Context: an optimization exercise on an open-source flow, tuned for small area and a short achievable clock period. The choices shown serve that exercise and are no tape-out recipe. In this exercise RTL edits were held to simulation tests only and were not proved equivalent to the original. Power figures rest on the tool's default switching activity, not on a simulated workload.

[flow/flow/run.sh]
#!/bin/bash
# The standard layout, with each port buffered by the smallest buffer
# cell (sky130_fd_sc_hd__buf_1) instead of the one buffer_ports picks.
# Everything else, synthesis included, is standard.sh unchanged.
set -euo pipefail
export BUFFER_PORTS_ARGS="-buffer_cell sky130_fd_sc_hd__buf_1"
bash standard.sh synth > synth.log 2>&1
bash standard.sh > layout.log 2>&1
[flow/standard.sh]
#!/bin/bash
# synth_recipe.tcl (not shown) runs the flow's synth.tcl, then flattens the netlist and writes it again
# the make line also repeats each setting of config.mk as NAME=value (left out here)
make -C /OpenROAD-flow-scripts/flow DESIGN_CONFIG=/design/flow/config.mk WORK_HOME=/design/flow/orfs CLKGATE_MAP_FILE= SYNTH_SCRIPT=/design/flow/synth_recipe.tcl "${@:-finish}"
[flow/config.mk]
export PLATFORM = sky130hd
export DESIGN_NAME = lambda_layer_top
export DESIGN_NICKNAME = lambda_layer_top
export VERILOG_FILES = /design/flow/design.v
export SDC_FILE = /design/flow/constraint.sdc
export NUM_CORES = 4
export LEC_CHECK = 0
export ABC_AREA = 1
export ABC_CLOCK_PERIOD_IN_PS = 3600
export CAP_MARGIN = 20
export CORE_MARGIN = 2
export CORE_UTILIZATION = 65
export CTS_BUF_LIST = sky130_fd_sc_hd__clkbuf_8
export CTS_CLUSTER_DIAMETER = 74
export CTS_CLUSTER_SIZE = 15
export PLACE_DENSITY = 0.75
export SETUP_SLACK_MARGIN = 4.5
export SLEW_MARGIN = 20
[flow/constraint.sdc]
create_clock -name core_clock -period 8.0 [get_ports {clk}]
set_input_delay 1.6000 -clock core_clock [delete_from_list [all_inputs] [get_ports {clk}]]
set_output_delay 1.6000 -clock core_clock [all_outputs]
set_load 0.01 [all_outputs]
[flow/design.v]
`default_nettype none
package lambda_pkg;
    localparam int FRAC_BITS = 8;
    localparam int AXIL_ADDR_W = 4;
    localparam logic [AXIL_ADDR_W-1:0] REG_CTRL  = 4'h0;   
    localparam logic [AXIL_ADDR_W-1:0] REG_SEED  = 4'h4;   
    localparam logic [AXIL_ADDR_W-1:0] REG_COUNT = 4'h8;   
    localparam logic [15:0] LFSR_TAPS = 16'hB400;   
    localparam logic [1:0] OKAY   = 2'b00;
    localparam logic [1:0] SLVERR = 2'b10;
endpackage
`default_nettype wire
`timescale 1ns/1ps
`default_nettype none
module lambda_ctrl_regs #(
    parameter logic [15:0] RESET_SEED = 16'hACE1
) (
    input  wire                               clk,
    input  wire                               reset,
    input  wire [lambda_pkg::AXIL_ADDR_W-1:0] s_axil_awaddr,
    input  wire                               s_axil_awvalid,
    output logic                              s_axil_awready,
    input  wire [31:0]                        s_axil_wdata,
    input  wire [3:0]                         s_axil_wstrb,
    input  wire                               s_axil_wvalid,
    output logic                              s_axil_wready,
    output logic [1:0]                        s_axil_bresp,
    output logic                              s_axil_bvalid,
    input  wire                               s_axil_bready,
    input  wire [lambda_pkg::AXIL_ADDR_W-1:0] s_axil_araddr,
    input  wire                               s_axil_arvalid,
    output logic                              s_axil_arready,
    output logic [31:0]                       s_axil_rdata,
    output logic [1:0]                        s_axil_rresp,
    output logic                              s_axil_rvalid,
    input  wire                               s_axil_rready,
    input  wire                               out_valid,
    output logic                              noise_en,
    output logic [15:0]                       seed_value,
    output logic                              seed_load
);
    localparam logic [lambda_pkg::AXIL_ADDR_W-1:0] REG_CTRL  = lambda_pkg::REG_CTRL;
    localparam logic [lambda_pkg::AXIL_ADDR_W-1:0] REG_SEED  = lambda_pkg::REG_SEED;
    localparam logic [lambda_pkg::AXIL_ADDR_W-1:0] REG_COUNT = lambda_pkg::REG_COUNT;
    logic        idle;
    logic        wr_req;
    logic        rd_req;
    logic        bad_q;
    logic [15:0] seed_q;
    logic [31:0] count_q;
    logic [31:0] rd_word;
    logic        bvalid_d;
    logic        rvalid_d;
    logic [31:0] count_inc;
    assign count_inc[0] = ~count_q[0];
    for (genvar i = 1; i < 32; i++) begin : g_inc
        assign count_inc[i] = count_q[i] ^ (&count_q[i-1:0]);
    end
    assign bvalid_d = wr_req || (s_axil_bvalid && !s_axil_bready);
    assign rvalid_d = rd_req || (s_axil_rvalid && !s_axil_rready);
    assign wr_req = idle && s_axil_awvalid && s_axil_wvalid;
    assign rd_req = idle && s_axil_arvalid && !(s_axil_awvalid && s_axil_wvalid);
    assign s_axil_awready = idle;
    assign s_axil_wready  = idle;
    assign s_axil_arready = idle && !(s_axil_awvalid && s_axil_wvalid);
    assign s_axil_bresp   = {bad_q, 1'b0};      
    assign s_axil_rresp   = lambda_pkg::OKAY;   
    assign seed_value = (seed_q == 16'h0) ? RESET_SEED : seed_q;   
    always_comb begin
        case (s_axil_araddr)
            REG_CTRL:  rd_word = {31'b0, noise_en};
            REG_SEED:  rd_word = {16'b0, seed_q};
            REG_COUNT: rd_word = count_q;
            default:   rd_word = '0;
        endcase
    end
    always_ff @(posedge clk) begin
        if (reset) begin
            s_axil_bvalid <= 1'b0;
            s_axil_rvalid <= 1'b0;
            idle          <= 1'b1;
            noise_en      <= 1'b0;
            seed_q        <= RESET_SEED;
            seed_load     <= 1'b0;
            count_q       <= '0;
        end else begin
            seed_load <= wr_req && (s_axil_awaddr == REG_SEED);
            if (out_valid) begin
                count_q <= count_inc;
            end
            s_axil_bvalid <= bvalid_d;
            s_axil_rvalid <= rvalid_d;
            idle          <= !bvalid_d && !rvalid_d;
            if (wr_req) begin
                if (s_axil_awaddr == REG_CTRL && s_axil_wstrb[0]) begin
                    noise_en <= s_axil_wdata[0];
                end
                if (s_axil_awaddr == REG_SEED) begin
                    if (s_axil_wstrb[0]) seed_q[7:0]  <= s_axil_wdata[7:0];
                    if (s_axil_wstrb[1]) seed_q[15:8] <= s_axil_wdata[15:8];
                end
            end
        end
    end
    always_ff @(posedge clk) begin
        if (wr_req) begin
            bad_q <= !((s_axil_awaddr == REG_CTRL) || (s_axil_awaddr == REG_SEED));
        end
        if (rd_req) begin
            s_axil_rdata <= rd_word;
        end
    end
endmodule
`default_nettype wire
`timescale 1ns/1ps
`default_nettype none
module gauss_lfsr #(
    parameter logic [15:0] RESET_SEED = 16'hACE1
) (
    input  wire        clk,
    input  wire        reset,
    input  wire        step,
    input  wire        seed_load,
    input  wire [15:0] seed_value,
    output logic [15:0] eps_raw
);
    localparam logic [15:0] LFSR_TAPS = lambda_pkg::LFSR_TAPS;
    logic [15:0] state_next;
    assign state_next = {1'b0, eps_raw[15:1]} ^ (eps_raw[0] ? LFSR_TAPS : 16'h0);
    always_ff @(posedge clk) begin
        if (reset) begin
            eps_raw <= RESET_SEED;
        end else if (seed_load) begin      
            eps_raw <= seed_value;
        end else if (step) begin
            eps_raw <= state_next;
        end
    end
endmodule
`default_nettype wire
`timescale 1ns/1ps
`default_nettype none
module softplus_pre (
    input  wire [15:0]  x,
    output logic [14:0] p,      
    output logic [6:0]  bm,     
    output logic        neg,    
    output logic        ci      
);
    logic       below, above, lin, u;
    logic [2:0] idx;
    logic [1:0] j;
    logic [7:0] f;
    logic [9:0] c;
    logic [10:0] d;
    assign below = x[15] & ~(&x[14:10]);
    assign above = ~x[15] & (|x[14:10]);
    assign lin   = ~below & ~above;
    assign idx   = {~x[10], x[9:8]};    
    assign u     = idx[2];
    assign j     = u ? ~idx[1:0] : idx[1:0];
    assign f     = x[7:0];
    logic [9:0]  f3, f97;
    logic [10:0] f5;
    logic [6:0] bh;
    assign f3  = {1'b0, f, 1'b0} + {2'd0, f};
    assign f5  = {1'b0, f, 2'b0} + {3'd0, f};
    assign f97 = {1'b0, f, 1'b0} + {2'd0, f} + {7'd0, f[7:5]};
    always_comb begin
        case (j)
            2'd0:    bh = {4'd0, f[7:5]};
            2'd1:    bh = {2'd0, f5[10:6]};
            2'd2:    bh = {1'b0, f3[9:4]};
            default: bh = f97[9:3];
        endcase
    end
    logic bz;
    always_comb begin
        case (j)
            2'd0:    bz = (f[4:0] == 5'd0);
            2'd1:    bz = (f[5:0] == 6'd0);
            2'd2:    bz = (f[3:0] == 4'd0);
            default: bz = (f == 8'd0);
        endcase
    end
    always_comb begin
        case (idx)
            3'd0:    c = 10'd4;
            3'd1:    c = 10'd13;
            3'd2:    c = 10'd32;
            3'd3:    c = 10'd80;
            3'd4:    c = 10'd177;
            3'd5:    c = 10'd336;
            3'd6:    c = 10'd545;
            default: c = 10'd780;
        endcase
    end
    assign d   = {1'b0, c} + (u ? {3'd0, f} : 11'd0);
    assign p   = above ? x[14:0] : (lin ? {4'd0, d} : 15'd0);
    assign bm  = lin ? bh : 7'd0;
    assign neg = lin & u;
    assign ci  = lin & u & bz;
endmodule
module softplus_post (
    input  wire [14:0]  p,
    input  wire [6:0]   bm,
    input  wire         neg,
    input  wire         ci,
    output logic [10:0] sp_lo
);
    assign sp_lo = p[10:0] + (neg ? {4'hF, ~bm} : {4'h0, bm}) + {10'd0, ci};
endmodule
`default_nettype wire
`timescale 1ns/1ps
`default_nettype none
module sqrt_step #(
    parameter int K = 0
) (
    input  wire [13:0]  r_in,     
    input  wire [11:0]  q_in,     
    input  wire [1:0]   pair,     
    output logic [13:0] r_out,    
    output logic [11:0] q_out     
);
    localparam int W = K + 3;
    logic [W-1:0] t;
    logic [W-1:0] trial;
    logic [W:0]   d;
    logic         ge;
    assign t     = {r_in[K:0], pair};
    assign trial = W'({q_in, 2'b01});
    assign d     = {1'b0, t} - {1'b0, trial};
    assign ge    = ~d[W];
    assign r_out = 14'(ge ? d[K+1:0] : t[K+1:0]);
    assign q_out = 12'({q_in, ge});
endmodule
`default_nettype wire
`timescale 1ns/1ps
`default_nettype none
module reparam_core (
    input  wire        clk,
    input  wire        reset,
    input  wire        in_valid,
    input  wire [15:0] in_mean,
    input  wire [15:0] in_var,
    input  wire [15:0] eps_raw,
    input  wire        noise_en,
    output logic       step,         
    output logic       out_valid,
    output logic [15:0] out_lambda
);
    localparam int EPS_SHIFT = 5;    
    logic [6:1] vq;
    always_ff @(posedge clk) begin
        if (reset) begin
            vq        <= '0;
            out_valid <= 1'b0;
        end else begin
            vq        <= {vq[5:1], in_valid};
            out_valid <= vq[6];
        end
    end
    assign step = vq[1];
    logic [14:0] p0;
    logic [6:0]  bm0;
    logic        neg0, ci0;
    softplus_pre i_sp_pre (.x(in_var), .p(p0), .bm(bm0), .neg(neg0), .ci(ci0));
    logic [14:0] p1;
    logic [6:0]  bm1;
    logic        neg1, ci1;
    logic [15:0] m1;
    always_ff @(posedge clk) begin
        p1   <= p0;
        bm1  <= bm0;
        neg1 <= neg0;
        ci1  <= ci0;
        m1   <= in_mean;
    end
    logic [10:0] sp_lo;
    logic [14:0] sp1;
    softplus_post i_sp_post (.p(p1), .bm(bm1), .neg(neg1), .ci(ci1), .sp_lo(sp_lo));
    assign sp1 = {p1[14:11], sp_lo};
    logic [23:0] rad1;
    assign rad1 = {1'b0, sp1, 8'd0};
    logic [13:0] r_c1 [0:4];
    logic [11:0] q_c1 [0:4];
    assign r_c1[0] = '0;
    assign q_c1[0] = '0;
    for (genvar k = 0; k < 4; k++) begin : g_c1
        sqrt_step #(.K(k)) i_st (.r_in(r_c1[k]), .q_in(q_c1[k]), .pair(rad1[23-2*k -: 2]),
                                 .r_out(r_c1[k+1]), .q_out(q_c1[k+1]));
    end
    logic [4:0]  r2;
    logic [3:0]  q2;
    logic [7:0]  sp2;
    logic [15:0] m2;
    always_ff @(posedge clk) begin
        r2  <= r_c1[4][4:0];
        q2  <= q_c1[4][3:0];
        sp2 <= sp1[7:0];
        m2  <= m1;
    end
    logic [13:0] r_c2 [4:6];
    logic [11:0] q_c2 [4:6];
    assign r_c2[4] = 14'(r2);
    assign q_c2[4] = 12'(q2);
    for (genvar k = 4; k < 6; k++) begin : g_c2
        sqrt_step #(.K(k)) i_st (.r_in(r_c2[k]), .q_in(q_c2[k]), .pair(sp2[15-2*k -: 2]),
                                 .r_out(r_c2[k+1]), .q_out(q_c2[k+1]));
    end
    logic [6:0]         r3;
    logic [5:0]         q3;
    logic [3:0]         sp3;
    logic [15:0]        m3;
    logic signed [10:0] e3;
    always_ff @(posedge clk) begin
        r3  <= r_c2[6][6:0];
        q3  <= q_c2[6][5:0];
        sp3 <= sp2[3:0];
        m3  <= m2;
        e3  <= noise_en ? eps_raw[15:EPS_SHIFT] : 11'd0;
    end
    logic [13:0] r_c3 [6:8];
    logic [11:0] q_c3 [6:8];
    assign r_c3[6] = 14'(r3);
    assign q_c3[6] = 12'(q3);
    for (genvar k = 6; k < 8; k++) begin : g_c3
        sqrt_step #(.K(k)) i_st (.r_in(r_c3[k]), .q_in(q_c3[k]), .pair(sp3[15-2*k -: 2]),
                                 .r_out(r_c3[k+1]), .q_out(q_c3[k+1]));
    end
    logic [8:0]         r4;
    logic [7:0]         q4;
    logic [15:0]        m4;
    logic signed [10:0] e4;
    always_ff @(posedge clk) begin
        r4 <= r_c3[8][8:0];
        q4 <= q_c3[8][7:0];
        m4 <= m3;
        e4 <= e3;
    end
    logic [13:0] r_c4 [8:10];
    logic [11:0] q_c4 [8:10];
    assign r_c4[8] = 14'(r4);
    assign q_c4[8] = 12'(q4);
    for (genvar k = 8; k < 10; k++) begin : g_c4
        sqrt_step #(.K(k)) i_st (.r_in(r_c4[k]), .q_in(q_c4[k]), .pair(2'b00),
                                 .r_out(r_c4[k+1]), .q_out(q_c4[k+1]));
    end
    logic [10:0]        r5;
    logic [9:0]         q5;
    logic [15:0]        m5;
    logic signed [10:0] e5;
    always_ff @(posedge clk) begin
        r5 <= r_c4[10][10:0];
        q5 <= q_c4[10][9:0];
        m5 <= m4;
        e5 <= e4;
    end
    logic [13:0] r_c5 [10:12];
    logic [11:0] q_c5 [10:12];
    assign r_c5[10] = 14'(r5);
    assign q_c5[10] = 12'(q5);
    for (genvar k = 10; k < 12; k++) begin : g_c5
        sqrt_step #(.K(k)) i_st (.r_in(r_c5[k]), .q_in(q_c5[k]), .pair(2'b00),
                                 .r_out(r_c5[k+1]), .q_out(q_c5[k+1]));
    end
    logic [24:0] ca5, cb5;
    mac_hi i_mac_hi (.q(q5), .e(e5), .m(m5), .ca(ca5), .cb(cb5));
    logic [1:0]         s6;
    logic [24:0]        ca6, cb6;
    logic signed [10:0] e6;
    always_ff @(posedge clk) begin
        s6  <= q_c5[12][1:0];
        ca6 <= ca5;
        cb6 <= cb5;
        e6  <= e5;
    end
    logic [24:0] acc6;
    logic [16:0] sum;
    mac_lo i_mac_lo (.ca(ca6), .cb(cb6), .s(s6), .e(e6), .t(acc6));
    assign sum = acc6[24:8];
    logic [16:0] sum_q;
    always_ff @(posedge clk) begin
        sum_q <= sum;
    end
    assign out_lambda = (sum_q[16] != sum_q[15]) ? {sum_q[16], {15{~sum_q[16]}}} : sum_q[15:0];
endmodule
`default_nettype none
module mac_hi (
    input  wire [9:0]   q,      
    input  wire [10:0]  e,      
    input  wire [15:0]  m,      
    output logic [24:0] ca,
    output logic [24:0] cb
);
    wire bo0 = e[0] ^ 1'b0;
    wire bt0 = (e[1] & ~e[0] & ~1'b0) | (~e[1] & e[0] & 1'b0);
    wire bn0 = e[1];
    wire bp0_0 = ((bo0 & q[0]) | 1'b0) ^ bn0;
    wire bp0_1 = ((bo0 & q[1]) | (bt0 & q[0])) ^ bn0;
    wire bp0_2 = ((bo0 & q[2]) | (bt0 & q[1])) ^ bn0;
    wire bp0_3 = ((bo0 & q[3]) | (bt0 & q[2])) ^ bn0;
    wire bp0_4 = ((bo0 & q[4]) | (bt0 & q[3])) ^ bn0;
    wire bp0_5 = ((bo0 & q[5]) | (bt0 & q[4])) ^ bn0;
    wire bp0_6 = ((bo0 & q[6]) | (bt0 & q[5])) ^ bn0;
    wire bp0_7 = ((bo0 & q[7]) | (bt0 & q[6])) ^ bn0;
    wire bp0_8 = ((bo0 & q[8]) | (bt0 & q[7])) ^ bn0;
    wire bp0_9 = ((bo0 & q[9]) | (bt0 & q[8])) ^ bn0;
    wire bp0_10 = (1'b0 | (bt0 & q[9])) ^ bn0;
    wire bo1 = e[2] ^ e[1];
    wire bt1 = (e[3] & ~e[2] & ~e[1]) | (~e[3] & e[2] & e[1]);
    wire bn1 = e[3];
    wire bp1_0 = ((bo1 & q[0]) | 1'b0) ^ bn1;
    wire bp1_1 = ((bo1 & q[1]) | (bt1 & q[0])) ^ bn1;
    wire bp1_2 = ((bo1 & q[2]) | (bt1 & q[1])) ^ bn1;
    wire bp1_3 = ((bo1 & q[3]) | (bt1 & q[2])) ^ bn1;
    wire bp1_4 = ((bo1 & q[4]) | (bt1 & q[3])) ^ bn1;
    wire bp1_5 = ((bo1 & q[5]) | (bt1 & q[4])) ^ bn1;
    wire bp1_6 = ((bo1 & q[6]) | (bt1 & q[5])) ^ bn1;
    wire bp1_7 = ((bo1 & q[7]) | (bt1 & q[6])) ^ bn1;
    wire bp1_8 = ((bo1 & q[8]) | (bt1 & q[7])) ^ bn1;
    wire bp1_9 = ((bo1 & q[9]) | (bt1 & q[8])) ^ bn1;
    wire bp1_10 = (1'b0 | (bt1 & q[9])) ^ bn1;
    wire bo2 = e[4] ^ e[3];
    wire bt2 = (e[5] & ~e[4] & ~e[3]) | (~e[5] & e[4] & e[3]);
    wire bn2 = e[5];
    wire bp2_0 = ((bo2 & q[0]) | 1'b0) ^ bn2;
    wire bp2_1 = ((bo2 & q[1]) | (bt2 & q[0])) ^ bn2;
    wire bp2_2 = ((bo2 & q[2]) | (bt2 & q[1])) ^ bn2;
    wire bp2_3 = ((bo2 & q[3]) | (bt2 & q[2])) ^ bn2;
    wire bp2_4 = ((bo2 & q[4]) | (bt2 & q[3])) ^ bn2;
    wire bp2_5 = ((bo2 & q[5]) | (bt2 & q[4])) ^ bn2;
    wire bp2_6 = ((bo2 & q[6]) | (bt2 & q[5])) ^ bn2;
    wire bp2_7 = ((bo2 & q[7]) | (bt2 & q[6])) ^ bn2;
    wire bp2_8 = ((bo2 & q[8]) | (bt2 & q[7])) ^ bn2;
    wire bp2_9 = ((bo2 & q[9]) | (bt2 & q[8])) ^ bn2;
    wire bp2_10 = (1'b0 | (bt2 & q[9])) ^ bn2;
    wire bo3 = e[6] ^ e[5];
    wire bt3 = (e[7] & ~e[6] & ~e[5]) | (~e[7] & e[6] & e[5]);
    wire bn3 = e[7];
    wire bp3_0 = ((bo3 & q[0]) | 1'b0) ^ bn3;
    wire bp3_1 = ((bo3 & q[1]) | (bt3 & q[0])) ^ bn3;
    wire bp3_2 = ((bo3 & q[2]) | (bt3 & q[1])) ^ bn3;
    wire bp3_3 = ((bo3 & q[3]) | (bt3 & q[2])) ^ bn3;
    wire bp3_4 = ((bo3 & q[4]) | (bt3 & q[3])) ^ bn3;
    wire bp3_5 = ((bo3 & q[5]) | (bt3 & q[4])) ^ bn3;
    wire bp3_6 = ((bo3 & q[6]) | (bt3 & q[5])) ^ bn3;
    wire bp3_7 = ((bo3 & q[7]) | (bt3 & q[6])) ^ bn3;
    wire bp3_8 = ((bo3 & q[8]) | (bt3 & q[7])) ^ bn3;
    wire bp3_9 = ((bo3 & q[9]) | (bt3 & q[8])) ^ bn3;
    wire bp3_10 = (1'b0 | (bt3 & q[9])) ^ bn3;
    wire bo4 = e[8] ^ e[7];
    wire bt4 = (e[9] & ~e[8] & ~e[7]) | (~e[9] & e[8] & e[7]);
    wire bn4 = e[9];
    wire bp4_0 = ((bo4 & q[0]) | 1'b0) ^ bn4;
    wire bp4_1 = ((bo4 & q[1]) | (bt4 & q[0])) ^ bn4;
    wire bp4_2 = ((bo4 & q[2]) | (bt4 & q[1])) ^ bn4;
    wire bp4_3 = ((bo4 & q[3]) | (bt4 & q[2])) ^ bn4;
    wire bp4_4 = ((bo4 & q[4]) | (bt4 & q[3])) ^ bn4;
    wire bp4_5 = ((bo4 & q[5]) | (bt4 & q[4])) ^ bn4;
    wire bp4_6 = ((bo4 & q[6]) | (bt4 & q[5])) ^ bn4;
    wire bp4_7 = ((bo4 & q[7]) | (bt4 & q[6])) ^ bn4;
    wire bp4_8 = ((bo4 & q[8]) | (bt4 & q[7])) ^ bn4;
    wire bp4_9 = ((bo4 & q[9]) | (bt4 & q[8])) ^ bn4;
    wire bp4_10 = (1'b0 | (bt4 & q[9])) ^ bn4;
    wire bo5 = e[10] ^ e[9];
    wire bt5 = (e[10] & ~e[10] & ~e[9]) | (~e[10] & e[10] & e[9]);
    wire bn5 = e[10];
    wire bp5_0 = ((bo5 & q[0]) | 1'b0) ^ bn5;
    wire bp5_1 = ((bo5 & q[1]) | (bt5 & q[0])) ^ bn5;
    wire bp5_2 = ((bo5 & q[2]) | (bt5 & q[1])) ^ bn5;
    wire bp5_3 = ((bo5 & q[3]) | (bt5 & q[2])) ^ bn5;
    wire bp5_4 = ((bo5 & q[4]) | (bt5 & q[3])) ^ bn5;
    wire bp5_5 = ((bo5 & q[5]) | (bt5 & q[4])) ^ bn5;
    wire bp5_6 = ((bo5 & q[6]) | (bt5 & q[5])) ^ bn5;
    wire bp5_7 = ((bo5 & q[7]) | (bt5 & q[6])) ^ bn5;
    wire bp5_8 = ((bo5 & q[8]) | (bt5 & q[7])) ^ bn5;
    wire bp5_9 = ((bo5 & q[9]) | (bt5 & q[8])) ^ bn5;
    wire bp5_10 = (1'b0 | (bt5 & q[9])) ^ bn5;
    wire h1 = bp0_8 ^ bp1_6 ^ bp2_4;
    wire h2 = (bp0_8 & bp1_6) | (bp0_8 & bp2_4) | (bp1_6 & bp2_4);
    wire h3 = bp0_9 ^ bp1_7;
    wire h4 = bp0_9 & bp1_7;
    wire h5 = bp0_10 ^ bp1_8 ^ bp2_6;
    wire h6 = (bp0_10 & bp1_8) | (bp0_10 & bp2_6) | (bp1_8 & bp2_6);
    wire h7 = bp3_4 ^ bp4_2 ^ bp5_0;
    wire h8 = (bp3_4 & bp4_2) | (bp3_4 & bp5_0) | (bp4_2 & bp5_0);
    wire h9 = ~bn0 ^ bp1_9 ^ bp2_7;
    wire h10 = (~bn0 & bp1_9) | (~bn0 & bp2_7) | (bp1_9 & bp2_7);
    wire h11 = bp3_5 ^ bp4_3;
    wire h12 = bp3_5 & bp4_3;
    wire h13 = bp1_10 ^ bp2_8 ^ bp3_6;
    wire h14 = (bp1_10 & bp2_8) | (bp1_10 & bp3_6) | (bp2_8 & bp3_6);
    wire h15 = bp4_4 ^ bp5_2;
    wire h16 = bp4_4 & bp5_2;
    wire h17 = ~bn1 ^ bp2_9 ^ bp3_7;
    wire h18 = (~bn1 & bp2_9) | (~bn1 & bp3_7) | (bp2_9 & bp3_7);
    wire h19 = bp2_10 ^ bp3_8;
    wire h20 = bp2_10 & bp3_8;
    wire h21 = bp0_6 ^ bp1_4 ^ bp2_2;
    wire h22 = (bp0_6 & bp1_4) | (bp0_6 & bp2_2) | (bp1_4 & bp2_2);
    wire h23 = bp0_7 ^ bp1_5 ^ bp2_3;
    wire h24 = (bp0_7 & bp1_5) | (bp0_7 & bp2_3) | (bp1_5 & bp2_3);
    wire h25 = bp3_2 ^ bp4_0 ^ bn4;
    wire h26 = (bp3_2 & bp4_0) | (bp3_2 & bn4) | (bp4_0 & bn4);
    wire h27 = m[2] ^ 1'b1;
    wire h28 = m[2] & 1'b1;
    wire h29 = bp2_5 ^ bp3_3 ^ bp4_1;
    wire h30 = (bp2_5 & bp3_3) | (bp2_5 & bp4_1) | (bp3_3 & bp4_1);
    wire h31 = m[3] ^ h3 ^ h2;
    wire h32 = (m[3] & h3) | (m[3] & h2) | (h3 & h2);
    wire h33 = bn5 ^ m[4] ^ 1'b1;
    wire h34 = (bn5 & m[4]) | (bn5 & 1'b1) | (m[4] & 1'b1);
    wire h35 = h5 ^ h7 ^ h4;
    wire h36 = (h5 & h7) | (h5 & h4) | (h7 & h4);
    wire h37 = bp5_1 ^ m[5] ^ h9;
    wire h38 = (bp5_1 & m[5]) | (bp5_1 & h9) | (m[5] & h9);
    wire h39 = h11 ^ h6 ^ h8;
    wire h40 = (h11 & h6) | (h11 & h8) | (h6 & h8);
    wire h41 = m[6] ^ 1'b1 ^ h13;
    wire h42 = (m[6] & 1'b1) | (m[6] & h13) | (1'b1 & h13);
    wire h43 = h15 ^ h10 ^ h12;
    wire h44 = (h15 & h10) | (h15 & h12) | (h10 & h12);
    wire h45 = bp4_5 ^ bp5_3 ^ m[7];
    wire h46 = (bp4_5 & bp5_3) | (bp4_5 & m[7]) | (bp5_3 & m[7]);
    wire h47 = h17 ^ h14 ^ h16;
    wire h48 = (h17 & h14) | (h17 & h16) | (h14 & h16);
    wire h49 = bp4_6 ^ bp5_4 ^ m[8];
    wire h50 = (bp4_6 & bp5_4) | (bp4_6 & m[8]) | (bp5_4 & m[8]);
    wire h51 = 1'b1 ^ h19 ^ h18;
    wire h52 = (1'b1 & h19) | (1'b1 & h18) | (h19 & h18);
    wire h53 = ~bn2 ^ bp3_9 ^ bp4_7;
    wire h54 = (~bn2 & bp3_9) | (~bn2 & bp4_7) | (bp3_9 & bp4_7);
    wire h55 = bp5_5 ^ m[9] ^ h20;
    wire h56 = (bp5_5 & m[9]) | (bp5_5 & h20) | (m[9] & h20);
    wire h57 = bp3_10 ^ bp4_8 ^ bp5_6;
    wire h58 = (bp3_10 & bp4_8) | (bp3_10 & bp5_6) | (bp4_8 & bp5_6);
    wire h59 = m[10] ^ 1'b1;
    wire h60 = m[10] & 1'b1;
    wire h61 = ~bn3 ^ bp4_9 ^ bp5_7;
    wire h62 = (~bn3 & bp4_9) | (~bn3 & bp5_7) | (bp4_9 & bp5_7);
    wire h63 = bp4_10 ^ bp5_8;
    wire h64 = bp4_10 & bp5_8;
    wire h65 = bp0_4 ^ bp1_2;
    wire h66 = bp0_4 & bp1_2;
    wire h67 = bp0_5 ^ bp1_3;
    wire h68 = bp0_5 & bp1_3;
    wire h69 = bp3_0 ^ bn3 ^ m[0];
    wire h70 = (bp3_0 & bn3) | (bp3_0 & m[0]) | (bn3 & m[0]);
    wire h71 = bp3_1 ^ m[1] ^ h23;
    wire h72 = (bp3_1 & m[1]) | (bp3_1 & h23) | (m[1] & h23);
    wire h73 = h1 ^ h25 ^ h27;
    wire h74 = (h1 & h25) | (h1 & h27) | (h25 & h27);
    wire h75 = h29 ^ h31 ^ h26;
    wire h76 = (h29 & h31) | (h29 & h26) | (h31 & h26);
    wire h77 = h33 ^ h35 ^ h30;
    wire h78 = (h33 & h35) | (h33 & h30) | (h35 & h30);
    wire h79 = h37 ^ h39 ^ h34;
    wire h80 = (h37 & h39) | (h37 & h34) | (h39 & h34);
    wire h81 = h41 ^ h43 ^ h38;
    wire h82 = (h41 & h43) | (h41 & h38) | (h43 & h38);
    wire h83 = h45 ^ h47 ^ h42;
    wire h84 = (h45 & h47) | (h45 & h42) | (h47 & h42);
    wire h85 = h49 ^ h51 ^ h46;
    wire h86 = (h49 & h51) | (h49 & h46) | (h51 & h46);
    wire h87 = h53 ^ h55 ^ h50;
    wire h88 = (h53 & h55) | (h53 & h50) | (h55 & h50);
    wire h89 = h57 ^ h59 ^ h54;
    wire h90 = (h57 & h59) | (h57 & h54) | (h59 & h54);
    wire h91 = m[11] ^ h61 ^ h58;
    wire h92 = (m[11] & h61) | (m[11] & h58) | (h61 & h58);
    wire h93 = m[12] ^ 1'b1 ^ h63;
    wire h94 = (m[12] & 1'b1) | (m[12] & h63) | (1'b1 & h63);
    wire h95 = ~bn4 ^ bp5_9 ^ m[13];
    wire h96 = (~bn4 & bp5_9) | (~bn4 & m[13]) | (bp5_9 & m[13]);
    wire h97 = bp5_10 ^ m[14];
    wire h98 = bp5_10 & m[14];
    wire h99 = ~bn5 ^ ~m[15];
    wire h100 = ~bn5 & ~m[15];
    wire h101 = bp0_2 ^ bp1_0;
    wire h102 = bp0_2 & bp1_0;
    wire h103 = bp0_3 ^ bp1_1;
    wire h104 = bp0_3 & bp1_1;
    wire h105 = bp2_0 ^ bn2 ^ h65;
    wire h106 = (bp2_0 & bn2) | (bp2_0 & h65) | (bn2 & h65);
    wire h107 = bp2_1 ^ h67 ^ h66;
    wire h108 = (bp2_1 & h67) | (bp2_1 & h66) | (h67 & h66);
    wire h109 = h21 ^ h69 ^ h68;
    wire h110 = (h21 & h69) | (h21 & h68) | (h69 & h68);
    wire h111 = h22 ^ h71 ^ h70;
    wire h112 = (h22 & h71) | (h22 & h70) | (h71 & h70);
    wire h113 = h24 ^ h73 ^ h72;
    wire h114 = (h24 & h73) | (h24 & h72) | (h73 & h72);
    wire h115 = h28 ^ h75 ^ h74;
    wire h116 = (h28 & h75) | (h28 & h74) | (h75 & h74);
    wire h117 = h32 ^ h77 ^ h76;
    wire h118 = (h32 & h77) | (h32 & h76) | (h77 & h76);
    wire h119 = h36 ^ h79 ^ h78;
    wire h120 = (h36 & h79) | (h36 & h78) | (h79 & h78);
    wire h121 = h40 ^ h81 ^ h80;
    wire h122 = (h40 & h81) | (h40 & h80) | (h81 & h80);
    wire h123 = h44 ^ h83 ^ h82;
    wire h124 = (h44 & h83) | (h44 & h82) | (h83 & h82);
    wire h125 = h48 ^ h85 ^ h84;
    wire h126 = (h48 & h85) | (h48 & h84) | (h85 & h84);
    wire h127 = h52 ^ h87 ^ h86;
    wire h128 = (h52 & h87) | (h52 & h86) | (h87 & h86);
    wire h129 = h56 ^ h89 ^ h88;
    wire h130 = (h56 & h89) | (h56 & h88) | (h89 & h88);
    wire h131 = h60 ^ h91 ^ h90;
    wire h132 = (h60 & h91) | (h60 & h90) | (h91 & h90);
    wire h133 = h62 ^ h93 ^ h92;
    wire h134 = (h62 & h93) | (h62 & h92) | (h93 & h92);
    wire h135 = h64 ^ h95 ^ h94;
    wire h136 = (h64 & h95) | (h64 & h94) | (h95 & h94);
    wire h137 = 1'b1 ^ h97 ^ h96;
    wire h138 = (1'b1 & h97) | (1'b1 & h96) | (h97 & h96);
    wire h139 = 1'b1 ^ h99 ^ h98;
    wire h140 = (1'b1 & h99) | (1'b1 & h98) | (h99 & h98);
    assign ca = {h100, h139, h137, h135, h133, h131, h129, h127, h125, h123, h121, h119, h117, h115, h113, h111, h109, h107, h105, h103, bn1, bp0_1, bp0_0, 1'b0, 1'b0};
    assign cb = {h140, h138, h136, h134, h132, h130, h128, h126, h124, h122, h120, h118, h116, h114, h112, h110, h108, h106, h104, h102, h101, 1'b0, bn0, 1'b0, 1'b0};
endmodule
module mac_lo (
    input  wire [24:0]  ca,
    input  wire [24:0]  cb,
    input  wire [1:0]   s,      
    input  wire [10:0]  e,      
    output logic [24:0] t       
);
    wire l1 = ca[1] ^ cb[1];
    wire l2 = ca[1] & cb[1];
    wire l3 = ca[2] ^ cb[2] ^ (s[0] & e[2]);
    wire l4 = (ca[2] & cb[2]) | (ca[2] & (s[0] & e[2])) | (cb[2] & (s[0] & e[2]));
    wire l5 = ca[3] ^ cb[3] ^ (s[0] & e[3]);
    wire l6 = (ca[3] & cb[3]) | (ca[3] & (s[0] & e[3])) | (cb[3] & (s[0] & e[3]));
    wire l7 = ca[4] ^ cb[4] ^ (s[0] & e[4]);
    wire l8 = (ca[4] & cb[4]) | (ca[4] & (s[0] & e[4])) | (cb[4] & (s[0] & e[4]));
    wire l9 = ca[5] ^ cb[5] ^ (s[0] & e[5]);
    wire l10 = (ca[5] & cb[5]) | (ca[5] & (s[0] & e[5])) | (cb[5] & (s[0] & e[5]));
    wire l11 = ca[6] ^ cb[6] ^ (s[0] & e[6]);
    wire l12 = (ca[6] & cb[6]) | (ca[6] & (s[0] & e[6])) | (cb[6] & (s[0] & e[6]));
    wire l13 = ca[7] ^ cb[7] ^ (s[0] & e[7]);
    wire l14 = (ca[7] & cb[7]) | (ca[7] & (s[0] & e[7])) | (cb[7] & (s[0] & e[7]));
    wire l15 = ca[8] ^ cb[8] ^ (s[0] & e[8]);
    wire l16 = (ca[8] & cb[8]) | (ca[8] & (s[0] & e[8])) | (cb[8] & (s[0] & e[8]));
    wire l17 = ca[9] ^ cb[9] ^ (s[0] & e[9]);
    wire l18 = (ca[9] & cb[9]) | (ca[9] & (s[0] & e[9])) | (cb[9] & (s[0] & e[9]));
    wire l19 = ca[10] ^ cb[10] ^ ~(s[0] & e[10]);
    wire l20 = (ca[10] & cb[10]) | (ca[10] & ~(s[0] & e[10])) | (cb[10] & ~(s[0] & e[10]));
    wire l21 = ca[11] ^ cb[11];
    wire l22 = ca[11] & cb[11];
    wire l23 = ca[0] ^ cb[0];
    wire l24 = ca[0] & cb[0];
    wire l25 = (s[0] & e[1]) ^ (s[1] & e[0]) ^ l1;
    wire l26 = ((s[0] & e[1]) & (s[1] & e[0])) | ((s[0] & e[1]) & l1) | ((s[1] & e[0]) & l1);
    wire l27 = (s[1] & e[1]) ^ l3 ^ l2;
    wire l28 = ((s[1] & e[1]) & l3) | ((s[1] & e[1]) & l2) | (l3 & l2);
    wire l29 = (s[1] & e[2]) ^ l5 ^ l4;
    wire l30 = ((s[1] & e[2]) & l5) | ((s[1] & e[2]) & l4) | (l5 & l4);
    wire l31 = (s[1] & e[3]) ^ l7 ^ l6;
    wire l32 = ((s[1] & e[3]) & l7) | ((s[1] & e[3]) & l6) | (l7 & l6);
    wire l33 = (s[1] & e[4]) ^ l9 ^ l8;
    wire l34 = ((s[1] & e[4]) & l9) | ((s[1] & e[4]) & l8) | (l9 & l8);
    wire l35 = (s[1] & e[5]) ^ l11 ^ l10;
    wire l36 = ((s[1] & e[5]) & l11) | ((s[1] & e[5]) & l10) | (l11 & l10);
    wire l37 = (s[1] & e[6]) ^ l13 ^ l12;
    wire l38 = ((s[1] & e[6]) & l13) | ((s[1] & e[6]) & l12) | (l13 & l12);
    wire l39 = (s[1] & e[7]) ^ l15 ^ l14;
    wire l40 = ((s[1] & e[7]) & l15) | ((s[1] & e[7]) & l14) | (l15 & l14);
    wire l41 = (s[1] & e[8]) ^ l17 ^ l16;
    wire l42 = ((s[1] & e[8]) & l17) | ((s[1] & e[8]) & l16) | (l17 & l16);
    wire l43 = (s[1] & e[9]) ^ l19 ^ l18;
    wire l44 = ((s[1] & e[9]) & l19) | ((s[1] & e[9]) & l18) | (l19 & l18);
    wire l45 = ~(s[1] & e[10]) ^ l21 ^ l20;
    wire l46 = (~(s[1] & e[10]) & l21) | (~(s[1] & e[10]) & l20) | (l21 & l20);
    wire l47 = ca[12] ^ cb[12] ^ l22;
    wire l48 = (ca[12] & cb[12]) | (ca[12] & l22) | (cb[12] & l22);
    wire l49 = ca[13] ^ cb[13];
    wire l50 = ca[13] & cb[13];
    wire l51 = ca[14] ^ cb[14];
    wire l52 = ca[14] & cb[14];
    wire l53 = ca[15] ^ cb[15];
    wire l54 = ca[15] & cb[15];
    wire l55 = ca[16] ^ cb[16];
    wire l56 = ca[16] & cb[16];
    wire l57 = ca[17] ^ cb[17];
    wire l58 = ca[17] & cb[17];
    wire l59 = ca[18] ^ cb[18];
    wire l60 = ca[18] & cb[18];
    wire l61 = ca[19] ^ cb[19];
    wire l62 = ca[19] & cb[19];
    wire l63 = ca[20] ^ cb[20];
    wire l64 = ca[20] & cb[20];
    wire l65 = ca[21] ^ cb[21];
    wire l66 = ca[21] & cb[21];
    wire l67 = ca[22] ^ cb[22];
    wire l68 = ca[22] & cb[22];
    wire l69 = ca[23] ^ cb[23];
    wire l70 = ca[23] & cb[23];
    wire l71 = ca[24] ^ cb[24];
    wire l72 = ca[24] & cb[24];
    wire [24:0] ra = {l71, l69, l67, l65, l63, l61, l59, l57, l55, l53, l51, l49, l47, l45, l43, l41, l39, l37, l35, l33, l31, l29, l27, l25, (s[0] & e[0])};
    wire [24:0] rb = {l70, l68, l66, l64, l62, l60, l58, l56, l54, l52, l50, l48, l46, l44, l42, l40, l38, l36, l34, l32, l30, l28, l26, l24, l23};
    assign t = ra + rb;
endmodule
`default_nettype wire
`timescale 1ns/1ps
`default_nettype none
module lambda_layer_top #(
    parameter logic [15:0] RESET_SEED = 16'hACE1
) (
    input  wire                               clk,
    input  wire                               reset,
    input  wire [lambda_pkg::AXIL_ADDR_W-1:0] s_axil_awaddr,
    input  wire                               s_axil_awvalid,
    output logic                              s_axil_awready,
    input  wire [31:0]                        s_axil_wdata,
    input  wire [3:0]                         s_axil_wstrb,
    input  wire                               s_axil_wvalid,
    output logic                              s_axil_wready,
    output logic [1:0]                        s_axil_bresp,
    output logic                              s_axil_bvalid,
    input  wire                               s_axil_bready,
    input  wire [lambda_pkg::AXIL_ADDR_W-1:0] s_axil_araddr,
    input  wire                               s_axil_arvalid,
    output logic                              s_axil_arready,
    output logic [31:0]                       s_axil_rdata,
    output logic [1:0]                        s_axil_rresp,
    output logic                              s_axil_rvalid,
    input  wire                               s_axil_rready,
    input  wire                               in_valid,
    input  wire [15:0]                        in_mean,
    input  wire [15:0]                        in_var,
    output logic                              out_valid,
    output logic [15:0]                       out_lambda
);
    logic        noise_en;
    logic [15:0] seed_value;
    logic        seed_load;
    logic [15:0] eps_raw;
    logic        step;
    lambda_ctrl_regs #(.RESET_SEED(RESET_SEED)) i_ctrl_regs (
        .clk(clk), .reset(reset),
        .s_axil_awaddr(s_axil_awaddr), .s_axil_awvalid(s_axil_awvalid),
        .s_axil_awready(s_axil_awready),
        .s_axil_wdata(s_axil_wdata), .s_axil_wstrb(s_axil_wstrb),
        .s_axil_wvalid(s_axil_wvalid), .s_axil_wready(s_axil_wready),
        .s_axil_bresp(s_axil_bresp), .s_axil_bvalid(s_axil_bvalid),
        .s_axil_bready(s_axil_bready),
        .s_axil_araddr(s_axil_araddr), .s_axil_arvalid(s_axil_arvalid),
        .s_axil_arready(s_axil_arready),
        .s_axil_rdata(s_axil_rdata), .s_axil_rresp(s_axil_rresp),
        .s_axil_rvalid(s_axil_rvalid), .s_axil_rready(s_axil_rready),
        .out_valid(out_valid), .noise_en(noise_en),
        .seed_value(seed_value), .seed_load(seed_load)
    );
    gauss_lfsr #(.RESET_SEED(RESET_SEED)) i_lfsr (
        .clk(clk), .reset(reset), .step(step),   
        .seed_load(seed_load), .seed_value(seed_value), .eps_raw(eps_raw)
    );
    reparam_core i_core (
        .clk(clk), .reset(reset), .in_valid(in_valid), .in_mean(in_mean), .in_var(in_var),
        .eps_raw(eps_raw), .noise_en(noise_en), .step(step),
        .out_valid(out_valid), .out_lambda(out_lambda)
    );
endmodule
`default_nettype wire
==> flow_metrics.tcl, run 1 <==
set metrics [dict create \
    run_status "finished clean" \
    clkSlewWorstSetupHoldPaths_ns 0.08 \
    antenna_cells 0 \
    cts_hold_repair.buffers 0 \
    drt-wirelength-per-cell_microns 14.5 \
    placement.cell_area_sq_mm 0.0211 \
    tritoncts "done" \
    worst_r2r_endpoint "i_core.ca6[13]$_DFF_P_" \
    detailedRoute.firstPassIterationCount 5 \
    critPathLaunchType "input port" \
    detail_route.vias_per_cell 5.41 \
    placement_rows 64 \
    placedCellCount 2887 \
    final_hold_viol_count 0 \
    timing.critical_path.fanout_max 2 \
    yosys-mux-area-fraction 0.000490 \
    cells_on_worst_reg2reg_path 11 \
    critPathCaptureType "primary output" \
    slew_viol_final 0 \
    fin_crit_sh 0.447 \
    yosys_cell_types 59 \
    synth-xor-area-share 0.0575 \
    synth-main-ff-cell "dfxtp_1" \
    fillCellCount 2435 \
    drv_cap 0 \
    clock-sinks 390 \
    synth-compound-area-share 0.115 \
    post_synth_inst_count 2420 \
    timing.critical_path.required_ns 6.40 \
    rsz0062_at_grt "true" \
    drtAntennaViolNets 0 \
    core_area_sq_mm 0.0307 \
    initial_util 0.664 \
    critical_path.endpoint "s_axil_arready" \
    cts_max_level 1 \
    adder_and_majority_gate_portion_of_the_synthesized_area 0.171 \
    floorplan.die.width_microns 181 \
    finalCriticalPeriod_ns 3.57 \
    fmaxAchievable_mhz 280 \
    synth_top_cell_area_share 0.350 \
    cts_buffers 31 \
    post_synth_most_frequent_cells "423 x nand2_1, 391 x inv_1, 357 x dfxtp_1" \
    gr-total-overflow 0 \
    final_nets 2890 \
    place_hpwl_mm 32.3 \
    detail_route.drc_violations 0 \
    timing.critical_path.cells "buf_6, a21oi_2, buf_2" \
    final_instance_area_sq_mm 0.0224 \
    ratio_of_cells_with_drive_above_1_in_the_final_layout 0.0921 \
    worst_ep_arrival_time_ns 1.97 \
    most_area_hungry_cell_type_in_the_yosys_netlist "dfxtp_1" \
    post_synth_main_area_contributors "dfxtp_1 35%, ha_1 10%, nand2_1 7.8%, inv_1 7.2%, fa_1 7.0%" \
    synth-edff-count 33 \
    max-clock-path-buffers 3 \
    crit-reg2reg-launch "i_core.e5[4]$_DFF_P_" \
    syn_avg_cell_area_sq_um 8.44 \
    postSynthRegisterBits 390 \
    clkLatencyLatePin_ns 0.63 \
    non_filler_instance_count_after_layout 2979 \
    antenna_found_initial 0 \
    timing.slew.headroom 0.532 \
    detail_route.iter0.violations 1005 \
    power.ir.vdd_worst_mv 0.194 \
    cp-startpoint "s_axil_awvalid" \
    grt_max_degree 44 \
    synthToLayoutAreaGrowth_pct 9.54 \
    timing_worst_slew_pin_value_ns 0.701 \
    count_of_final_setup_violators 0 \
    syn-cell-area_sq_mm 0.0204 \
    yosysMostFrequentCell "nand2_1" \
    min-delay-path-class "reg2reg" \
    die_h_microns 181 \
    synth-async-reset-ratio 0 \
    critical_path.max_stage_delay_ns 0.14 \
    post_route_setup_tns_ns 0 \
    vias_in_the_first_global_route 15800 \
    global_route.usage.total 0.261 \
    io_buffer_count 120 \
    clock-root-buffer "clkbuf_8" \
    final.setup_skew_ns 0.0512 \
    synth_top_family_by_area "adder cells" \
    vias 16100 \
    totalWireLength_mm 43.1 \
    timing.critical_path.slowest_stage_cell "buf_2" \
    floorplan.io_pins 142 \
    critical_setup_path_class "in2out" \
    first_pass_grt_wire_length_mm 72.2 \
    number_of_instances_on_the_worst_hold_path 0 \
    reg2reg_setup_slack_ns 4.53 \
    warnings_from_yosys 24 \
    p_per_area_mw_per_mm2 316 \
    seq_area_frac_synth 0.398 \
    die_area_sq_mm 0.0329 \
    post_synth_and_or_nand_nor_area_fraction 0.170 \
    total_leakage_power_nw 10.8 \
    routabilityCongestion 0.902 \
]
## how the worst min path moves through the flow
| stage | start | end | slack (ns) |
|---|---|---|---|
| CTS | i_core.e4[2]$_DFF_P_ | i_core.e5[2]$_DFF_P_ | 0.28 |
| detailed placement | i_core.m2[4]$_DFF_P_ | i_core.m3[4]$_DFF_P_ | 0.31 |
| floorplan | i_core.e3[0]$_SDFF_PN0_ | i_core.e4[0]$_DFF_P_ | 0.31 |
| global route | i_core.m3[9]$_DFF_P_ | i_core.m4[9]$_DFF_P_ | 0.32 |
| finish | i_core.e4[2]$_DFF_P_ | i_core.e5[2]$_DFF_P_ | 0.29 |
| global placement | i_core.m3[15]$_DFF_P_ | i_core.m4[15]$_DFF_P_ | 0.31 |
## metrics by stage
step	setup slack (ns)	utilization	total power, mW	hold slack (ns)
finish	4.43	0.728	7.08	0.294
global route	4.41	0.728	7.72	0.319
CTS	4.40	0.710	6.84	0.281
detailed placement	3.76	0.688	5.80	0.312
global placement	3.80	0.688	5.68	0.310
floorplan	4.50	-	5.10	0.310
## final cells by class
class | count | area, sq um | area share
clock buffer | 32 | 440 | 0.0197
inverter | 408 | 1610 | 0.0721
timing repair buffer | 166 | 845 | 0.0377
sequential | 390 | 8180 | 0.365
clock inverter | 14 | 78.8 | 0.00352
tap | 396 | 495 | 0.0221
multi-input combinational | 1573 | 10700 | 0.479
## critical path: cells and delay by family
kind                   cells  cell delay [ns]
buffers and inverters      2             0.24
AOI/OAI and AO/OA          1             0.13
## repair_timing
action / 4_1_cts / 5_1_grt
setup buffers: 9 / 35
gates resized for setup: 33 / 74
pin swaps: 2 / 21
setup endpoints to repair: 47 / 58
gates cloned: 1 / 1
## logic make-up (layout without fill, tap and decap cells)
kind of cell | after synthesis | in the layout
simple gates | 789 | 791
buf+inv | 461 | 620
compound gates | 408 | 408
flops | 390 | 390
fa+ha+maj | 236 | 236
xor+xnor | 134 | 134
other cells | 1 | 3
mux | 1 | 1
## layer usage
metal,track usage,part of all wire,vias to the layer above
met5,0,0,-
met4,0.0732,0.029,0
met3,0.0318,0.052,93
met2,0.456,0.47,432
met1,0.343,0.44,7500
li1,-,-,8087
## cells in the final DEF, fill, tap and decap left out, types with 5 or more instances in the layout
cell type	instances
clkbuf_8	32
nand2_2	21
nand4_1	27
buf_1	104
nor2_4	9
nor2_1	142
edfxtp_1	33
o221ai_1	7
buf_4	43
a211oi_1	5
a31oi_1	6
nor3_1	26
dfxtp_4	7
nor2_2	7
nand2_1	421
xor2_1	102
dfxtp_2	10
a21o_1	11
o21bai_1	5
o211ai_1	8
o21ai_0	117
fa_1	69
ha_1	162
o21ai_1	20
xnor2_1	30
or2_2	9
nand3_2	9
o22ai_1	60
clkinvlp_4	6
nand2_4	7
inv_1	393
inv_2	7
dfxtp_1	340
nand3_1	95
clkbuf_2	12
a21oi_2	9
a21oi_1	131
## flip-flops by register name, summed over array words and instances (netlist names), 15 cells and up
register / count
i_core.m4: 16
i_ctrl_regs.count_q: 32
i_ctrl_regs.seed_q: 16
i_core.m3: 16
i_core.sum_q: 17
i_core.cb6: 21
i_core.m5: 16
i_core.m1: 16
i_lfsr.eps_raw: 16
i_core.p1: 15
i_core.m2: 16
i_ctrl_regs.s_axil_rdata: 32
i_core.ca6: 22
## report_power, final
| part | leakage [nW] | total [mW] | switching (mW) | internal (mW) |
|---|---|---|---|---|
| Combinational | 7.23 | 3.65 | 2.18 | 1.46 |
| Sequential | 3.28 | 2.43 | 0.164 | 2.27 |
| Clock | 0.303 | 0.998 | 0.624 | 0.374 |
==> run 2, diff against run 1 <==
--- a/flow/design.v
+++ b/flow/design.v
@@ -219,6 +219,6 @@
     input  wire [13:0]  r_in,     
-    input  wire [11:0]  q_in,     
+    input  wire [11:0]  qn_in,    
     input  wire [1:0]   pair,     
     output logic [13:0] r_out,    
-    output logic [11:0] q_out     
+    output logic [11:0] qn_out    
 );
@@ -226,11 +226,15 @@
     logic [W-1:0] t;
-    logic [W-1:0] trial;
-    logic [W:0]   d;
-    logic         ge;
-    assign t     = {r_in[K:0], pair};
-    assign trial = W'({q_in, 2'b01});
-    assign d     = {1'b0, t} - {1'b0, trial};
-    assign ge    = ~d[W];
-    assign r_out = 14'(ge ? d[K+1:0] : t[K+1:0]);
-    assign q_out = 12'({q_in, ge});
+    logic [W:0]   ntrial;         
+    logic [W:0]   d;              
+    logic         lt;
+    assign t      = {r_in[K:0], pair};
+    if (K == 0) begin : g_first
+        assign ntrial = 4'b1110;
+    end else begin : g_rest
+        assign ntrial = {2'b11, qn_in[K-1:0], 2'b10};
+    end
+    assign d      = {1'b0, t} + ntrial + (W+1)'(1);
+    assign lt     = d[W];
+    assign r_out  = 14'(lt ? t[K+1:0] : d[K+1:0]);
+    assign qn_out = 12'({qn_in, lt});
 endmodule
@@ -289,4 +293,4 @@
     for (genvar k = 0; k < 4; k++) begin : g_c1
-        sqrt_step #(.K(k)) i_st (.r_in(r_c1[k]), .q_in(q_c1[k]), .pair(rad1[23-2*k -: 2]),
-                                 .r_out(r_c1[k+1]), .q_out(q_c1[k+1]));
+        sqrt_step #(.K(k)) i_st (.r_in(r_c1[k]), .qn_in(q_c1[k]), .pair(rad1[23-2*k -: 2]),
+                                 .r_out(r_c1[k+1]), .qn_out(q_c1[k+1]));
     end
@@ -307,4 +311,4 @@
     for (genvar k = 4; k < 6; k++) begin : g_c2
-        sqrt_step #(.K(k)) i_st (.r_in(r_c2[k]), .q_in(q_c2[k]), .pair(sp2[15-2*k -: 2]),
-                                 .r_out(r_c2[k+1]), .q_out(q_c2[k+1]));
+        sqrt_step #(.K(k)) i_st (.r_in(r_c2[k]), .qn_in(q_c2[k]), .pair(sp2[15-2*k -: 2]),
+                                 .r_out(r_c2[k+1]), .qn_out(q_c2[k+1]));
     end
@@ -327,4 +331,4 @@
     for (genvar k = 6; k < 8; k++) begin : g_c3
-        sqrt_step #(.K(k)) i_st (.r_in(r_c3[k]), .q_in(q_c3[k]), .pair(sp3[15-2*k -: 2]),
-                                 .r_out(r_c3[k+1]), .q_out(q_c3[k+1]));
+        sqrt_step #(.K(k)) i_st (.r_in(r_c3[k]), .qn_in(q_c3[k]), .pair(sp3[15-2*k -: 2]),
+                                 .r_out(r_c3[k+1]), .qn_out(q_c3[k+1]));
     end
@@ -345,4 +349,4 @@
     for (genvar k = 8; k < 10; k++) begin : g_c4
-        sqrt_step #(.K(k)) i_st (.r_in(r_c4[k]), .q_in(q_c4[k]), .pair(2'b00),
-                                 .r_out(r_c4[k+1]), .q_out(q_c4[k+1]));
+        sqrt_step #(.K(k)) i_st (.r_in(r_c4[k]), .qn_in(q_c4[k]), .pair(2'b00),
+                                 .r_out(r_c4[k+1]), .qn_out(q_c4[k+1]));
     end
@@ -363,7 +367,7 @@
     for (genvar k = 10; k < 12; k++) begin : g_c5
-        sqrt_step #(.K(k)) i_st (.r_in(r_c5[k]), .q_in(q_c5[k]), .pair(2'b00),
-                                 .r_out(r_c5[k+1]), .q_out(q_c5[k+1]));
+        sqrt_step #(.K(k)) i_st (.r_in(r_c5[k]), .qn_in(q_c5[k]), .pair(2'b00),
+                                 .r_out(r_c5[k+1]), .qn_out(q_c5[k+1]));
     end
     logic [24:0] ca5, cb5;
-    mac_hi i_mac_hi (.q(q5), .e(e5), .m(m5), .ca(ca5), .cb(cb5));
+    mac_hi i_mac_hi (.q(~q5), .e(e5), .m(m5), .ca(ca5), .cb(cb5));
     logic [1:0]         s6;
@@ -372,3 +376,3 @@
     always_ff @(posedge clk) begin
-        s6  <= q_c5[12][1:0];
+        s6  <= ~q_c5[12][1:0];
         ca6 <= ca5;
--- a/flow/config.mk
+++ b/flow/config.mk
@@ -7,3 +7,3 @@
 export LEC_CHECK = 0
-export ABC_AREA = 1
+export ABC_AREA = 0
 export ABC_CLOCK_PERIOD_IN_PS = 3600
@@ -11,3 +11,3 @@
 export CORE_MARGIN = 2
-export CORE_UTILIZATION = 65
+export CORE_UTILIZATION = 75
 export CTS_BUF_LIST = sky130_fd_sc_hd__clkbuf_8
@@ -15,4 +15,4 @@
 export CTS_CLUSTER_SIZE = 15
-export PLACE_DENSITY = 0.75
-export SETUP_SLACK_MARGIN = 4.5
+export PLACE_DENSITY = 0.82
+export SETUP_SLACK_MARGIN = 4.42
 export SLEW_MARGIN = 20
==> flow_metrics.tcl, run 2 <==
set metrics [dict create \
    run_status "finished clean" \
    detail_route.vias_per_cell 6.05 \
    timing_worst_slew_pin_value_ns 0.884 \
    routabilityCongestion 0.880 \
    clock-sinks 390 \
    fin_crit_sh 0.513 \
    max-clock-path-buffers 3 \
    grt_max_degree 76 \
    final_standard_cell_utilization_of_the_core 0.861 \
    final_hold_viol_count 0 \
    synth-async-reset-ratio 0 \
    post_synth_most_frequent_cells "357 x dfxtp_1, 191 x inv_1, 176 x nor2_1" \
    ratio_of_cells_with_drive_above_1_in_the_final_layout 0.148 \
    postSynthRegisterBits 390 \
    core_area_sq_mm 0.0267 \
    p_per_area_mw_per_mm2 318 \
    timing.hold.ws_ns 0.318 \
    floorplan.die.width_microns 168 \
    global_route.usage.total 0.301 \
    placement_rows 60 \
    fillCellCount 1397 \
    place_hpwl_mm 29.2 \
    totalWireLength_mm 46.1 \
    final_instance_area_sq_mm 0.0230 \
    most_area_hungry_cell_type_in_the_yosys_netlist "dfxtp_1" \
    first_pass_grt_wire_length_mm 71.2 \
    floorplan.io_pins 142 \
    drtAntennaViolNets 0 \
    warnings_from_yosys 24 \
    m1_wire_length_mm 17.9 \
    synth_top_cell_area_share 0.353 \
    timing.critical_path.fanout_max 5 \
    crit-reg2reg-launch "i_core.r4[1]$_DFF_P_" \
    initial_util 0.758 \
    cts_buffers 30 \
    highest-signal-layer "met4" \
    timing.hold.worst.start "i_core.e4[6]$_DFF_P_" \
    min-delay-path-class "reg2reg" \
    critical_setup_path_class "reg2reg" \
    rsz0062_at_grt "true" \
    die_area_sq_mm 0.0284 \
    cts_max_level 1 \
    io_buffer_count 120 \
    yosysMostFrequentCell "dfxtp_1" \
    detail_route.iter0.violations 1306 \
    synth-edff-count 33 \
    syn-cell-area_sq_mm 0.0203 \
    clock-root-buffer "clkbuf_8" \
    seq_area_frac_synth 0.402 \
    finalCriticalPeriod_ns 4.11 \
    antenna_found_initial 0 \
    synth-main-ff-cell "dfxtp_1" \
    die_h_microns 168 \
    vias 15700 \
    power.ir.vdd_worst_mv 0.315 \
    registers_with_the_highest_flip_flop_counts "i_ctrl_regs.count_q: 32 flops, i_ctrl_regs.s_axil_rdata: 32 flops, i_core.ca6: 22 flops" \
    worst_ep_arrival_time_ns 4.60 \
    gr-total-overflow 0 \
    vias_in_the_first_global_route 15400 \
    detailedRoute.firstPassIterationCount 8 \
    detail_route.drc_violations 0 \
    clkLatencyLatePin_ns 0.61 \
    critPathCaptureType "flip-flop" \
    final.setup_skew_ns 0.0229 \
    route.met3.wl_mm 2.81 \
    layout_commonest_cell "dfxtp_1" \
    synthToLayoutAreaGrowth_pct 13.6 \
    final_nets 2561 \
    route.met2.wl_mm 23.7 \
    tritoncts "done" \
    slew_viol_final 0 \
    clkSlewWorstSetupHoldPaths_ns 0.10 \
    timing.slew.headroom 0.409 \
    drt-wirelength-per-cell_microns 17.8 \
    count_of_final_setup_violators 0 \
    antenna_cells 0 \
    cp-startpoint "i_core.r4[1]$_DFF_P_" \
    post_synth_inst_count 2092 \
    placement.cell_area_sq_mm 0.0211 \
    most-common-layout-cells "336 x dfxtp_1, 190 x inv_1, 169 x nor2_1" \
    syn_avg_cell_area_sq_um 9.69 \
    fmaxAchievable_mhz 244 \
    drv_cap 0 \
    total_leakage_power_nw 9.98 \
    yosys_cell_types 79 \
    post_route_setup_tns_ns 0 \
    critPathLaunchType "flip-flop" \
    timing.critical_path.required_ns 8.50 \
    post_synth_main_area_contributors "dfxtp_1 35%, ha_1 10%, fa_1 7.1%, edfxtp_1 4.9%, xnor2_1 3.6%" \
]
## run 2: cell types whose count changed after synthesis, moves of 21 or more
cell and change:
o21ai_0 -46, mux2_2 +37, nand3_1 -79, clkbuf_1 +39, nand2_1 -308, and2_1 +42
nor2_1 +28, inv_1 -200, mux2i_1 +35, xor2_1 -52, a21o_1 +28, a22o_1 +23
nand2b_1 +21, xnor2_1 +54
## run 2: layout make-up
cell class,count,area [sq um],area share
sequential,390,8200,0.356
multi-input combinational,1414,11800,0.512
timing repair buffer,212,1340,0.0583
inverter,193,734,0.0319
tap,341,427,0.0185
clock buffer,32,440,0.0191
clock inverter,12,88.8,0.00386
## run 2: worst paths after layout
| check | to | slack (ns) | cells past startpoint |
|---|---|---|---|
| setup / recovery | i_core.r5[3]$_DFF_P_ | 3.89 | 20 |
| hold reg to reg | i_core.e5[6]$_DFF_P_ | 0.32 | 0 |
| hold / removal | i_core.e5[6]$_DFF_P_ | 0.32 | 0 |
| setup reg to reg | i_core.r5[3]$_DFF_P_ | 3.89 | 20 |
## run 2: logic make-up (layout without fill, tap and decap cells)
family          after synthesis  after routing  synth area share
compound gates              452            453             0.144
fa+ha+maj                   254            254             0.181
buf+inv                     291            449            0.0557
flops                       390            390             0.402
xor+xnor                    136            136            0.0588
simple gates                490            490             0.116
mux                          78             78            0.0428
other cells                   1              3          0.000185
## run 2: critical path: stages (launching register included)
cell and delay (ns):
dfxtp_4 0.36, ha_4 0.22, a21o_1 0.16, a21oi_2 0.16, o21bai_1 0.10, a21oi_2 0.19, o21ai_2 0.11, a21boi_4 0.25
buf_4 0.17, mux2_2 0.36, inv_1 0.09, ha_1 0.24, inv_2 0.09, o21bai_1 0.09, a21oi_2 0.20, o21bai_1 0.13
a21o_1 0.23, a211oi_4 0.26, buf_4 0.17, buf_12 0.12, mux2_4 0.30
## run 2: metrics by stage
step           total power, mW  instances  worst slack [ns]
3_3_place_gp              5.22       2469              3.43
5_1_grt                   7.73       2594              3.77
4_1_cts                   6.92       2566              4.08
6_report                  7.32       2594              3.89
3_5_place_dp              5.37       2469              3.31
2_1_floorplan             4.84       2094              4.21
## run 2: metal layers
layer / GRT usage / up-vias
li1: - / 7453
met1: 0.362 / 7427
met2: 0.557 / 646
met3: 0.0355 / 158
met4: 0.108 / 0
met5: 0 / -
## run 2: what timing repair did
| action | 4_1_cts | 5_1_grt |
|---|---|---|
| gates cloned | 2 | 0 |
| resized for setup | 100 | 75 |
| hold buffers | 0 | 0 |
| setup buffers | 51 | 28 |
| setup endpoints to repair | 85 | 78 |
| pin swaps | 40 | 54 |
## run 2: report_power, final
group	internal [mW]	switching (mW)
combinational	1.95	1.95
clock	0.400	0.614
sequential	2.22	0.183
==> run 3, diff against run 2 <==
--- a/flow/config.mk
+++ b/flow/config.mk
@@ -7,3 +7,3 @@
 export LEC_CHECK = 0
-export ABC_AREA = 0
+export ABC_AREA = 1
 export ABC_CLOCK_PERIOD_IN_PS = 3600
==> flow_metrics.tcl, run 3 <==
set metrics [dict create \
    run_status "finished clean" \
    final.setup_skew_ns 0.0317 \
    synth-async-reset-ratio 0 \
    global_route.usage.total 0.299 \
    number_of_instances_on_the_worst_hold_path 0 \
    synthToLayoutAreaGrowth_pct 7.36 \
    met1_use_gr 0.357 \
    timing.critical_path.required_ns 8.48 \
    most_area_hungry_cell_type_in_the_yosys_netlist "dfxtp_1" \
    max-clock-path-buffers 3 \
    finalPower_mw 6.73 \
    core_area_sq_mm 0.0267 \
    critical_path.max_stage_delay_ns 0.61 \
    most-common-layout-cells "440 x nand2_1, 357 x inv_1, 342 x dfxtp_1" \
    finalCriticalPeriod_ns 3.61 \
    die_h_microns 168 \
    fmaxAchievable_mhz 277 \
    cts_buffers 30 \
    critPathLaunchType "flip-flop" \
    layout_commonest_cell "nand2_1" \
    internal_power_mw 3.87 \
    registers_with_the_highest_flip_flop_counts "i_ctrl_regs.count_q: 32 flops, i_ctrl_regs.s_axil_rdata: 32 flops, i_core.ca6: 22 flops" \
    synth_top_cell_area_share 0.352 \
    place_hpwl_mm 32.6 \
    syn-cell-area_sq_mm 0.0203 \
    power.clock.fraction 0.143 \
    floorplan.die.width_microns 168 \
    ratio_of_cells_with_drive_above_1_in_the_final_layout 0.0663 \
    combinationalPowerShare 0.488 \
    min-delay-path-class "reg2reg" \
    grtUsageMet2 0.550 \
    routabilityCongestion 0.935 \
    cts_max_level 1 \
    detail_route.vias_per_cell 5.69 \
    yosys_cell_types 59 \
    timing.critical_path.fanout_max 9 \
    detail_route.drc_violations 0 \
    timing_worst_slew_pin_value_ns 0.702 \
    power.ir.vdd_worst_mv 0.244 \
    clkSlewWorstSetupHoldPaths_ns 0.10 \
    detail_route.iter0.violations 1256 \
    post_synth_main_area_contributors "dfxtp_1 35%, ha_1 10%, nand2_1 8.2%, fa_1 7.1%, inv_1 6.6%" \
    path_depth 9 \
    final_standard_cell_utilization_of_the_core 0.815 \
    post_route_setup_tns_ns 0 \
    clock-root-buffer "clkbuf_8" \
    cts_hold_repair.buffers 0 \
    cp.buffers_inverters 2 \
    totalWireLength_mm 44.5 \
    tritoncts "done" \
    antenna_cells 0 \
    total_leakage_power_nw 10.7 \
    cells_on_worst_reg2reg_path 9 \
    rsz0062_at_grt "true" \
    antenna_found_initial 0 \
    clkLatencyLatePin_ns 0.60 \
    synth-main-ff-cell "dfxtp_1" \
    final_hold_viol_count 0 \
    synth-edff-count 33 \
    critPathCaptureType "flip-flop" \
    timing.slew.headroom 0.531 \
    warnings_from_yosys 24 \
    seq_area_frac_synth 0.401 \
    grt_busiest_layer "met2" \
    placement_rows 60 \
    vias_in_the_first_global_route 16100 \
    sequentialPowerShare 0.370 \
    p_per_area_mw_per_mm2 309 \
    floorplan.io_pins 142 \
    postSynthRegisterBits 390 \
    detailedRoute.firstPassIterationCount 7 \
    grt.met3_usage 0.0381 \
    post_synth_inst_count 2405 \
    timing.critical_path.slowest_stage_cell "fa_1" \
    critical-path-top-cell-by-count "fa_1" \
    fillCellCount 1728 \
    drt-wirelength-per-cell_microns 15.5 \
    timing.hold.ws_ns 0.315 \
    cpLargestDelayFamily "adder cells" \
    count_of_final_setup_violators 0 \
    clock-sinks 390 \
    vias 16400 \
    power.switching_fraction 0.425 \
    syn_avg_cell_area_sq_um 8.43 \
    timing.critical_path.cells "buf_4, a21oi_2, o22ai_1, xor2_1, fa_1, fa_1, fa_1, inv_1, fa_1" \
    initial_util 0.759 \
    drv_cap 0 \
    grt_max_degree 43 \
    io_buffer_count 120 \
    die_area_sq_mm 0.0284 \
    drtAntennaViolNets 0 \
    fin_crit_sh 0.451 \
    post_synth_most_frequent_cells "444 x nand2_1, 357 x dfxtp_1, 354 x inv_1" \
    gr-total-overflow 0 \
    first_pass_grt_wire_length_mm 71.0 \
    slew_viol_final 0 \
    yosysMostFrequentCell "nand2_1" \
    critical_setup_path_class "reg2reg" \
    worst_ep_arrival_time_ns 4.09 \
    final_nets 2845 \
    p_sw_mw 2.86 \
]
-- run 3: changes by cell type after synthesis, moves of 38 or more --
| cell | before | now |
|---|---|---|
| inv_1 | 191 | 354 |
| nand2_1 | 115 | 444 |
| xor2_1 | 52 | 96 |
| xnor2_1 | 84 | 29 |
| and2_1 | 43 | 0 |
| nand3_1 | 19 | 118 |
| clkbuf_1 | 73 | 35 |
-- run 3: final cells by class --
type                    count  area [sq um]  area share
inverters                 375          1450      0.0665
repair inverters            1          7.51    0.000345
clock inverters             9          45.0     0.00207
flip-flops and latches    390          8170       0.375
clock buffers              31           427      0.0196
well taps                 341           427      0.0196
multi-input cells        1587         10600       0.488
repair buffers            140           626      0.0287
-- run 3: worst paths after layout --
check	startpoint	end	slack [ns]
worst min register to register	i_core.m4[6]$_DFF_P_	i_core.m5[6]$_DFF_P_	0.31
worst max-delay path	i_core.e5[3]$_DFF_P_	i_core.ca6[13]$_DFF_P_	4.39
worst min-delay path	i_core.m4[6]$_DFF_P_	i_core.m5[6]$_DFF_P_	0.31
worst max register to register	i_core.e5[3]$_DFF_P_	i_core.ca6[13]$_DFF_P_	4.39
-- run 3: cells by family after synthesis --
family	share of synthesized area
AO/OA/AOI/OAI	0.109
buffers and inverters	0.0825
other	0.000185
flip-flops	0.401
adder cells (fa/ha/maj)	0.172
XOR/XNOR	0.0540
AND/OR/NAND/NOR	0.180
multiplexers	0.000987
-- run 3: layer usage --
metal	wire length, microns	vias to the layer above
met5	0	-
met4	1610	0
met3	2800	136
met1	17700	7577
met2	22400	596
li1	-	8047
-- run 3: timing repair --
action / 4_1_cts / 5_1_grt
buffers inserted: 2 / 15
pin swaps: 1 / 7
setup endpoints to repair: 47 / 64
gates cloned: 0 / 1
resized for setup: 28 / 50
-- run 3: power groups by stage --
stage	Combinational [mW]	Sequential, mW	Clock (mW)
final	3.28	2.49	0.961
after global routing	3.72	2.51	1.04
after CTS	3.19	2.47	0.970
after detailed placement	3.16	2.52	0
after global placement	2.99	2.51	0
after floorplan	2.57	2.41	0
-- run 3: per-stage QoR --
stage               area, sq um  setup slack, ns  instances
finish                    21800             4.39       2874
detailed placement        20900             3.63       2816
floorplan                 20300             4.42       2407
global placement          20900             3.67       2816
CTS                       21500             4.35       2858
global route              21800             4.33       2874

Re-timed with assumed drivers on the ports (clkbuf_16 on the clock, buf_2 on other inputs), run 3 has 4.369 ns of setup slack against 4.393 ns with ideal ports, and 4.042 ns once port delays also move by the mid clock arrival of 0.630 ns.
